What follows belongs to an exercise in optimizing a design on an open flow for small area, a short achievable clock period and few clock cycles per item; a production flow would make more cautious choices. Where RTL was checked, it was by simulation tests only, not by an equivalence proof against the original.

==> run a <==
Design tile_convert_top, start of the top module:
module tile_convert_top
(
    input  logic                   clk,
    input  logic                   rst,
    input  logic                   comp_enb,
    output logic                   busy,
    output logic                   done,
    output logic [16-1:0] mem_addr,
    output logic                   mem_read_enb,
    input  logic [64-1:0]  mem_data_in,
    output logic [16-1:0] res_addr,
    output logic [64-1:0]  res_data_out,
    output logic                   res_write_enb
);
    logic                  rd_active;
    logic                  wr_active;
    logic                  rd_last;
    logic [5:0]            rd_word;
    logic [5:0]            wr_word;
    conv_pkg::smag_t [3:0] smag;
    tile_ctrl_fsm u_fsm (
        .clk       (clk),
        .rst       (rst),
        .comp_enb  (comp_enb),
        .rd_last   (rd_last),
        .rd_active (rd_active),
        .wr_active (wr_active),
        .busy      (busy),
        .done      (done)
    );
    tile_word_counter u_counter (
        .clk       (clk),
        .rd_active (rd_active),
        .rd_word   (rd_word),
        .wr_word   (wr_word),
        .rd_last   (rd_last)
    );
    line_assembler u_assembler (
        .half_sel    (rd_word[0]),
        .mem_data_in (mem_data_in),
        .smag        (smag)
    );
    tile_buffer u_buffer (
        .clk          (clk),
        .smag_in      (smag),
        .res_data_out (res_data_out)
    );
    assign mem_addr      = {11'd0, rd_word[5:1]};
    assign res_addr      = {10'd0, wr_word};
    assign mem_read_enb  = rd_active;
    assign res_write_enb = wr_active;
endmodule
==> module int8_to_smag, before the edit <==
module int8_to_smag #(parameter int CUT = 2)
(
    input  conv_pkg::int8_t value,
    output conv_pkg::smag_t smag
);
    assign smag = conv_pkg::steps(conv_pkg::step1(value), 1, CUT);
endmodule
==> module smag_to_bf16, before the edit <==
module smag_to_bf16 #(parameter int CUT = 2)
(
    input  conv_pkg::smag_t smag,
    output conv_pkg::bf16_t result
);
    assign result = conv_pkg::finish(conv_pkg::steps(smag, CUT, 4));
endmodule
==> flow/config.mk <==
export PLATFORM = sky130hd
export DESIGN_NAME = tile_convert_top
export DESIGN_NICKNAME = tile_convert_top
export VERILOG_FILES = /design/flow/design.v
export SDC_FILE = /design/flow/constraint.sdc
export NUM_CORES = 4
export LEC_CHECK = 0
export CAP_MARGIN = 20
export CORE_MARGIN = 2
export CORE_UTILIZATION = 40
export SETUP_SLACK_MARGIN = 4.65
export SLEW_MARGIN = 20
==> flow/constraint.sdc <==
create_clock -name core_clock -period 8.0 [get_ports {clk}]
set_input_delay 1.6000 -clock core_clock [delete_from_list [all_inputs] [get_ports {clk}]]
set_output_delay 1.6000 -clock core_clock [all_outputs]
set_load 0.01 [all_outputs]
standard.sh (not shown) runs the stock make flow with config.mk's settings and CLKGATE_MAP_FILE= SYNTH_SCRIPT=/design/flow/synth_recipe.tcl, a recipe that flattens the netlist after the stock synthesis.
==> flow/flow/run.sh <==
#!/bin/bash
# Standard layout with these changes:
#  - synthesis maps the logic with ABC's area script replaced by abc.script,
#    and without the adder extraction (ADDER_MAP_FILE empty); everything else,
#    register names included, is the standard synthesis; the run stops with
#    an error if its registers differ from the standard synthesis's;
#  - the port buffers are made from the smallest buffer cell;
#  - clock tree synthesis inserts no dummy loads and picks its buffers
#    from clkbuf_4 and clkbuf_8;
#  - one tie cell drives all constant outputs.
# Each tool's output goes to a log of its own in this folder.
set -euo pipefail
here=$(pwd)
res=$here/orfs/results/$FLOW_PLATFORM/tile_convert_top/base

# The standard synthesis, kept for its registers
bash standard.sh synth > synth_standard.log 2>&1
cp $res/1_2_yosys.v $here/standard_synth.v
rm -rf $here/orfs

# ORFS's scripts with the area ABC script replaced
cp -r $FLOW_HOME/scripts $here/scripts
cp $here/flow/abc.script $here/scripts/abc_area.script
bash standard.sh synth SCRIPTS_DIR=$here/scripts ABC_AREA=1 ADDER_MAP_FILE= > synth.log 2>&1
python3 $here/flow/sameregs.py $here/standard_synth.v $res/1_2_yosys.v > sameregs.log 2>&1

export BUFFER_PORTS_ARGS="-buffer_cell sky130_fd_sc_hd__buf_1"
export CTS_ARGS="-sink_clustering_enable -repair_clock_nets -dont_use_dummy_load -buf_list {sky130_fd_sc_hd__clkbuf_8 sky130_fd_sc_hd__clkbuf_16} -sink_clustering_size 50 -sink_clustering_max_diameter 1000"
export SKIP_REPAIR_TIE_FANOUT=1
bash standard.sh finish > standard.log 2>&1
==> flow/flow/abc.script <==
strash
dch -f
amap
strash
dch -f
amap
==> flow/flow/sameregs.py <==
# sameregs.py A.v B.v: exit 0 when both netlists hold the same flip-flops
# (instance names and cell types), else 1.
import re, sys
def regs(path):
    text = open(path).read()
    return sorted(re.findall(r'^\s*(sky130_fd_sc_hd__(?:df|edf|sdf|dl)\w*)\s+(\\\S+|\w+)\s*\(', text, re.M), key=lambda t: t[1])
a, b = regs(sys.argv[1]), regs(sys.argv[2])
print(f"{len(a)} registers in {sys.argv[1]}, {len(b)} in {sys.argv[2]}")
if a != b:
    for x in sorted(set(a) ^ set(b))[:20]:
        print("differs:", x)
    sys.exit(1)
print("same registers")
==> run b: changes against run a <==
--- a/flow/design.v
+++ b/flow/design.v
@@ -46,5 +46,5 @@
 endpackage
 `timescale 1ns/100ps
-module int8_to_smag #(parameter int CUT = 2)
+module int8_to_smag #(parameter int CUT = 1)
 (
     input  conv_pkg::int8_t value,
@@ -53,5 +53,5 @@
     assign smag = conv_pkg::steps(conv_pkg::step1(value), 1, CUT);
 endmodule
-module smag_to_bf16 #(parameter int CUT = 2)
+module smag_to_bf16 #(parameter int CUT = 1)
 (
     input  conv_pkg::smag_t smag,
--- a/flow/flow/run.sh
+++ b/flow/flow/run.sh
@@ -26,5 +26,5 @@
 
 export BUFFER_PORTS_ARGS="-buffer_cell sky130_fd_sc_hd__buf_1"
-export CTS_ARGS="-sink_clustering_enable -repair_clock_nets -dont_use_dummy_load -buf_list {sky130_fd_sc_hd__clkbuf_8 sky130_fd_sc_hd__clkbuf_16} -sink_clustering_size 50 -sink_clustering_max_diameter 1000"
+export CTS_ARGS="-sink_clustering_enable -repair_clock_nets -dont_use_dummy_load -buf_list {sky130_fd_sc_hd__clkbuf_4 sky130_fd_sc_hd__clkbuf_8}"
 export SKIP_REPAIR_TIE_FANOUT=1
 bash standard.sh finish > standard.log 2>&1
==> run c: changes against run a <==
==> flow/flow/run.sh (replaced) <==
#!/bin/bash
# Standard layout with three changes:
#  - synthesis maps the logic with ABC's area script replaced by abc.script,
#    and without the adder extraction (ADDER_MAP_FILE empty); everything else,
#    register names included, is the standard synthesis; the run stops with
#    an error if its registers differ from the standard synthesis's;
#  - the port buffers are made from the smallest buffer cell.
# Each tool's output goes to a log of its own in this folder.
set -euo pipefail
here=$(pwd)
res=$here/orfs/results/$FLOW_PLATFORM/tile_convert_top/base

# The standard synthesis, kept for its registers
bash standard.sh synth > synth_standard.log 2>&1
cp $res/1_2_yosys.v $here/standard_synth.v
rm -rf $here/orfs

# ORFS's scripts with the area ABC script replaced
cp -r $FLOW_HOME/scripts $here/scripts
cp $here/flow/abc.script $here/scripts/abc_area.script
bash standard.sh synth SCRIPTS_DIR=$here/scripts ABC_AREA=1 ADDER_MAP_FILE= > synth.log 2>&1
python3 $here/flow/sameregs.py $here/standard_synth.v $res/1_2_yosys.v > sameregs.log 2>&1

export BUFFER_PORTS_ARGS="-buffer_cell sky130_fd_sc_hd__buf_1"
bash standard.sh finish > standard.log 2>&1
==> flow/flow/abc.script (replaced) <==
strash
dch -f
amap
--- a/flow/config.mk
+++ b/flow/config.mk
@@ -9,4 +9,3 @@
 export CORE_MARGIN = 2
 export CORE_UTILIZATION = 40
-export SETUP_SLACK_MARGIN = 4.65
 export SLEW_MARGIN = 20
==> flow_metrics.py <==
metrics = {
    "clock_tree": {
        "cts_setup_buffers": 49,
    },
    "synthesis": {
        "synth_top_area_share_pct": 31.8,
        "avgSynthCellArea_um2": 7.05,
        "synthCells": 366,
    },
    "final_layout": {
        "inverters": 33,
        "multi_input_area_share_pct": 42.6,
    },
    "floorplanning": {
        "fp-row-count": 29,
    },
    "critical_path": {
        "worstPathRequired_ns": 6.40,
        "path_delay_family": "simple AND/OR/NAND/NOR gates",
    },
    "status": {
        "status": "timing/DRC/antenna clean",
    },
}
-- figures above: run b

==> flow_metrics.py <==
metrics = {
    "status": {
        "status": "timing/DRC/antenna clean",
    },
    "final_layout": {
        "multi_input_area_share_pct": 45.4,
    },
    "synthesis": {
        "synth_top_area_share_pct": 34.0,
        "synthCells": 361,
        "avgSynthCellArea_um2": 7.34,
    },
    "floorplanning": {
        "fp-row-count": 29,
    },
    "critical_path": {
        "path_delay_family": "compound AO/OA/AOI/OAI gates",
        "worstPathRequired_ns": 6.40,
    },
    "clock_tree": {
        "cts_setup_buffers": 1,
    },
    "detailed_routing": {
        "dr.pass1.iters": 4,
    },
}
-- figures above: run a

==> flow_metrics.py <==
metrics = {
    "status": {
        "status": "timing/DRC/antenna clean",
    },
    "critical_path": {
        "path_delay_family": "buffers and inverters",
        "worstPathRequired_ns": 8.24,
    },
    "power_and_ir_drop": {
        "power.internal_mw": 0.488,
    },
    "synthesis": {
        "avgSynthCellArea_um2": 7.49,
    },
    "clock_tree": {
        "hold_buffers": 0,
    },
    "final_layout": {
        "inverters": 34,
        "multi_input_area_share_pct": 44.8,
    },
}
-- figures above: run c

Testbench counts of run a, summed over its fixed seeds: cycles 4,224, tiles 64.
Testbench counts of run c, summed over its fixed seeds: cycles 4,224, tiles 64.
Only the layout flow was run in run b; the RTL was not checked for function there.

afterwards: timing with drivers on the ports:
Ports are ideal in the flow. The routed layouts listed here were re-timed in OpenROAD. Step 1, drivers: a clkbuf_16 drives clk and a buf_2 each remaining input, both assumed. Step 2, shift: input delay + t, output delay - t, t = (earliest + latest rising clock arrival at the registers) / 2. This alone moves slack from input paths to output paths. Three values: ideal ports, drivers, drivers and shift; two values: the first two.
run	shift t [ns]	setup slack, ns	worst setup path at the end
run a	0.310	4.839 / 4.812 / 4.564	input to register
run b	0.311	4.373 / 4.345 / 4.656	register to output
run c	0.324	4.055 / 4.055 / 4.055	register to register
After both steps setup and hold are still met in every run listed. For run a, which loses most, drivers alone change the setup slack by -0.027 ns; drivers and shift together by -0.275 ns.
